Context: an optimization exercise on an open-source flow, tuned for small area and a short achievable clock period. The choices shown serve that exercise and are no tape-out recipe.
RTL that was checked went through simulation tests only; none was proved equivalent to the original.
Power is estimated from default activity; no workload was simulated.

== before ==
## spi_mem_slave
module spi_mem_slave #(
    parameter int unsigned CPOL       = 0,
    parameter int unsigned CPHA       = 0,
    parameter int unsigned MSB_FIRST  = 0,
    parameter int unsigned ADDR_BYTES = 2,
    parameter int unsigned MEM_AW     = 8
) (
    input  logic       CLK,
    input  logic       nRESET,
    input  logic       nCS,
    input  logic       SCK,
    input  logic       MOSI,
    output logic       MISO,
    output logic       MISO_OE,
    output logic       busy,
    output logic       rx_valid,
    output logic [7:0] rx_byte,
    output logic       frame_err
);
For scale: ~2600 cells after synthesis, ~2200 flip-flops, ~18 I/O pins.
clock: 4.0 ns
lec_check: 0
abc_clock_period_in_ps: 1800
cap_margin: 20
core_margin: 2
core_utilization: 55
cts_buf_list: sky130_fd_sc_hd__clkbuf_16
cts_cluster_diameter: 100
cts_cluster_size: 30
place_density: 0.7
setup_slack_margin: 2.05
slew_margin: 20
run.sh (not shown) runs the stock make flow with config.mk's settings and CLKGATE_MAP_FILE= SYNTH_SCRIPT=/design/flow/synth_recipe.tcl, a recipe that flattens the netlist after the stock synthesis.
Setup changes, before to after
- swapping 0.7 for 0.8 in PLACE_DENSITY
- swapping 2.05 for 2.1 in SETUP_SLACK_MARGIN
- swapping 55 for 70 in CORE_UTILIZATION
Notes after the runs:
- Looking at final area across both flows, after is the stronger of the two, with before trailing.
- Cmp before and after / die span in y / higher: before
- Sort before and after by switching power of the nets desc -> top: after
- Destination of the critical timing path = rx_valid: before; destination of the critical timing path = wsel[11]: after
- Setup slack for after: 0.075 ns down relative to before


blue:
The RTL this note starts from:
==> flow/design.v <==
package spi_mem_pkg;
    typedef enum logic [2:0] {
        ADDR,
        CMD,
        WRITE,
        READ,
        DONE
    } state_t;
    localparam logic [7:0] CMD_READ = 8'h00;
    localparam logic [7:0] IDLE_TX  = 8'h00;
endpackage
module spi_bit_engine #(
    parameter int unsigned CPOL      = 0,
    parameter int unsigned CPHA      = 0,
    parameter int unsigned MSB_FIRST = 0
) (
    input  logic       clk,
    input  logic       rst_n,
    input  logic       cs_n,
    input  logic       sck,
    input  logic       mosi,
    input  logic       tx_load,
    input  logic [7:0] tx_byte,
    output logic       miso,
    output logic       active,
    output logic       byte_done,
    output logic       frame_end,
    output logic       frame_err,
    output logic [7:0] rx_byte
);
    localparam bit POL = (CPOL != 0);
    localparam bit PHA = (CPHA != 0);
    localparam bit MSB = (MSB_FIRST != 0);
    logic [1:0] cs_s, sck_s, mosi_s;
    logic       sck_d;
    logic [7:0] rx_sr, tx_reg, rx_next;
    logic [2:0] bitcnt;
    logic       sck_rise, sck_fall, lead, trail;
    logic       sample_ev, shift_ev, cs_fall, cs_rise, last_bit, tx_bit;
    assign rx_byte = rx_sr;
    always_comb begin
        sck_rise  = sck_s[1] & ~sck_d;
        sck_fall  = ~sck_s[1] & sck_d;
        lead      = POL ? sck_fall : sck_rise;
        trail     = POL ? sck_rise : sck_fall;
        sample_ev = active & (PHA ? trail : lead);
        shift_ev  = active & (PHA ? lead : trail);
        cs_fall   = ~active & ~cs_s[1];
        cs_rise   = active & cs_s[1];
        rx_next   = MSB ? {rx_sr[6:0], mosi_s[1]} : {mosi_s[1], rx_sr[7:1]};
        last_bit  = sample_ev && (bitcnt == 3'd7);
        tx_bit    = MSB ? tx_reg[3'd7 - bitcnt] : tx_reg[bitcnt];
    end
    always_ff @(posedge clk) begin
        mosi_s <= {mosi_s[0], mosi};
        if (sample_ev)
            rx_sr <= rx_next;
    end
    always_ff @(posedge clk or negedge rst_n) begin
        if (!rst_n) begin
            cs_s      <= '1;
            sck_s     <= {2{POL}};
            sck_d     <= POL;
            active    <= 1'b0;
            bitcnt    <= '0;
            tx_reg    <= '0;
            miso      <= 1'b0;
            byte_done <= 1'b0;
            frame_end <= 1'b0;
            frame_err <= 1'b0;
        end else begin
            cs_s      <= {cs_s[0], cs_n};
            sck_s     <= {sck_s[0], sck};
            sck_d     <= sck_s[1];
            active    <= ~cs_s[1];
            byte_done <= last_bit;
            frame_end <= cs_rise;
            frame_err <= cs_rise && (bitcnt != 3'd0) && !last_bit;
            if (sample_ev)
                bitcnt <= bitcnt + 3'd1;
            if (cs_rise)
                bitcnt <= '0;
            if (tx_load)
                tx_reg <= tx_byte;
            if (shift_ev || (cs_fall && !PHA))
                miso <= tx_bit;
        end
    end
endmodule
module spi_mem_slave #(
    parameter int unsigned CPOL       = 0,
    parameter int unsigned CPHA       = 0,
    parameter int unsigned MSB_FIRST  = 0,
    parameter int unsigned ADDR_BYTES = 2,
    parameter int unsigned MEM_AW     = 8
) (
    input  logic       CLK,
    input  logic       nRESET,
    input  logic       nCS,
    input  logic       SCK,
    input  logic       MOSI,
    output logic       MISO,
    output logic       MISO_OE,
    output logic       busy,
    output logic       rx_valid,
    output logic [7:0] rx_byte,
    output logic       frame_err
);
    spi_mem_pkg::state_t state, state_n;
    logic [7:0]        tgt, tgt_n;
    logic [1:0]        abyte, abyte_n;
    logic              byte_done, frame_end, active, tx_load;
    logic [7:0]        tx_byte;
    spi_bit_engine #(
        .CPOL      (CPOL),
        .CPHA      (CPHA),
        .MSB_FIRST (MSB_FIRST)
    ) u_engine (
        .clk       (CLK),
        .rst_n     (nRESET),
        .cs_n      (nCS),
        .sck       (SCK),
        .mosi      (MOSI),
        .tx_load   (tx_load),
        .tx_byte   (tx_byte),
        .miso      (MISO),
        .active    (active),
        .byte_done (byte_done),
        .frame_end (frame_end),
        .frame_err (frame_err),
        .rx_byte   (rx_byte)
    );
    assign busy     = active;
    assign MISO_OE  = active;
    assign rx_valid = byte_done;
    always_comb begin
        state_n = state;
        tgt_n   = tgt;
        abyte_n = abyte;
        if (byte_done) begin
            unique case (state)
                spi_mem_pkg::ADDR: begin
                    for (int unsigned j = 0; j < 8; j++)
                        if ((j >> 3) == {30'd0, abyte})
                            tgt_n[j] = rx_byte[j[2:0]];
                    abyte_n = abyte + 2'd1;
                    if (abyte == 2'(ADDR_BYTES - 1)) begin
                        abyte_n = '0;
                        state_n = spi_mem_pkg::CMD;
                    end
                end
                spi_mem_pkg::CMD: begin
                    state_n = (rx_byte == spi_mem_pkg::CMD_READ) ? spi_mem_pkg::READ : spi_mem_pkg::WRITE;
                    if (rx_byte == spi_mem_pkg::CMD_READ)
                        tgt_n = tgt + 8'd1;
                end
                spi_mem_pkg::WRITE, spi_mem_pkg::READ: tgt_n = tgt + 8'd1;
                spi_mem_pkg::DONE:        ;
                default:                  ;
            endcase
        end
        if (frame_end) begin
            state_n = spi_mem_pkg::ADDR;
            tgt_n   = '0;
            abyte_n = '0;
        end
    end
    always_ff @(posedge CLK or negedge nRESET) begin
        if (!nRESET) begin
            state   <= spi_mem_pkg::ADDR;
            tgt     <= '0;
            abyte   <= '0;
            tx_load <= 1'b0;
        end else begin
            state   <= state_n;
            tgt     <= tgt_n;
            abyte   <= abyte_n;
            tx_load <= byte_done | frame_end;
        end
    end
    logic [3:0]   hp;           
    logic         wv;           
    logic [7:0]   wd;
    logic [15:0]  wrow;         
    logic [3:0]   wlo1;         
    logic         wfire;
    logic [7:0]   pf;
    logic [127:0] heads;
    assign wfire = wv & (wlo1 == hp);
    always_ff @(posedge CLK) begin
        hp <= hp - 4'd1;
        if (byte_done && state == spi_mem_pkg::WRITE) begin
            wv   <= 1'b1;
            wd   <= rx_byte;
            wrow <= 16'd1 << tgt[7:4];
            wlo1 <= tgt[3:0] + 4'd1;
        end else if (wfire) begin
            wv   <= 1'b0;
        end
        if (tgt[3:0] == hp)
            pf <= heads[{tgt[7:4], 3'd0} +: 8];
    end
    for (genvar r = 0; r < 16; r++) begin : g_row
        logic [127:0] q;        
        always_ff @(posedge CLK)
            q <= {q[119:0], (wfire && wrow[r]) ? wd : q[127:120]};
        assign heads[8*r +: 8] = q[7:0];
    end
    always_comb begin
        tx_byte = spi_mem_pkg::IDLE_TX;
        if (state == spi_mem_pkg::READ)
            tx_byte = pf;
    end
endmodule
export LEC_CHECK = 0
export CAP_MARGIN = 20
export CORE_MARGIN = 2
export CORE_UTILIZATION = 40
export SLEW_MARGIN = 20
create_clock -name core_clock -period 4.0 [get_ports {CLK}]
blue: no failed stages, no open violations at the end
## Diff of input files: green against blue
- setting SETUP_SLACK_MARGIN to 1.9 for the first time
- setting CTS_CLUSTER_SIZE to 30 for the first time
- setting CTS_CLUSTER_DIAMETER to 100 for the first time
- setting CTS_BUF_LIST to sky130_fd_sc_hd__clkbuf_16 for the first time
### Flow results
- Every run (green and blue) finished clean.
- Delta (green minus blue): synthesized cell count now sits at about the same level; number of global-route vias before repair now sits lower.
- Between blue and green, the flow reports finished layout cell area decreasing by a few percent.
- The non-filler instance count after layout reported for green is smaller than that of blue by about 5%.
Function was not checked in any run of this note: the RTL went through the layout flow alone.

what the ideal ports hide:
How much do the figures lean on ideal ports? The routed layouts below were timed once more, with nothing changed but the port constraints.
Step 1 (the two cells are an assumption about what drives the block):
set clk [get_ports {CLK}]
set_driving_cell -lib_cell sky130_fd_sc_hd__clkbuf_16 $clk
set_driving_cell -lib_cell sky130_fd_sc_hd__buf_2 [delete_from_list [all_inputs] $clk]
Step 2 adds t to the input delays and takes it off the output delays; t is the mean of the earliest and latest rising clock arrival at the registers after step 1. Input paths then give back, and output paths get back, about the clock's delay inside the block.
Slacks: no drivers / after step 1 / after step 2; pairs: no drivers / after step 1.
| run | shift t [ns] | slack for setup (ns) | hold WS [ns] | worst register clock-pin slew, ns | worst slew at a driven data input, ns |
|---|---|---|---|---|---|
| before | 0.716 | 1.993 / 1.926 / 2.041 | 0.316 / 0.316 / 0.316 | 0.11 / 0.11 | 0.03 |
| after | 0.718 | 1.918 / 1.915 / 1.918 | 0.136 / 0.103 / 0.321 | 0.12 / 0.12 | 0.04 |
| blue | 0.817 | 0.969 / 0.902 / 1.338 | 0.140 / 0.160 / 0.289 | 0.07 / 0.07 | 0.08 |
| green | 0.730 | 1.856 / 1.794 / 1.921 | 0.226 / 0.192 / 0.326 | 0.12 / 0.12 | 0.03 |
After both steps setup and hold are still met in every run listed.
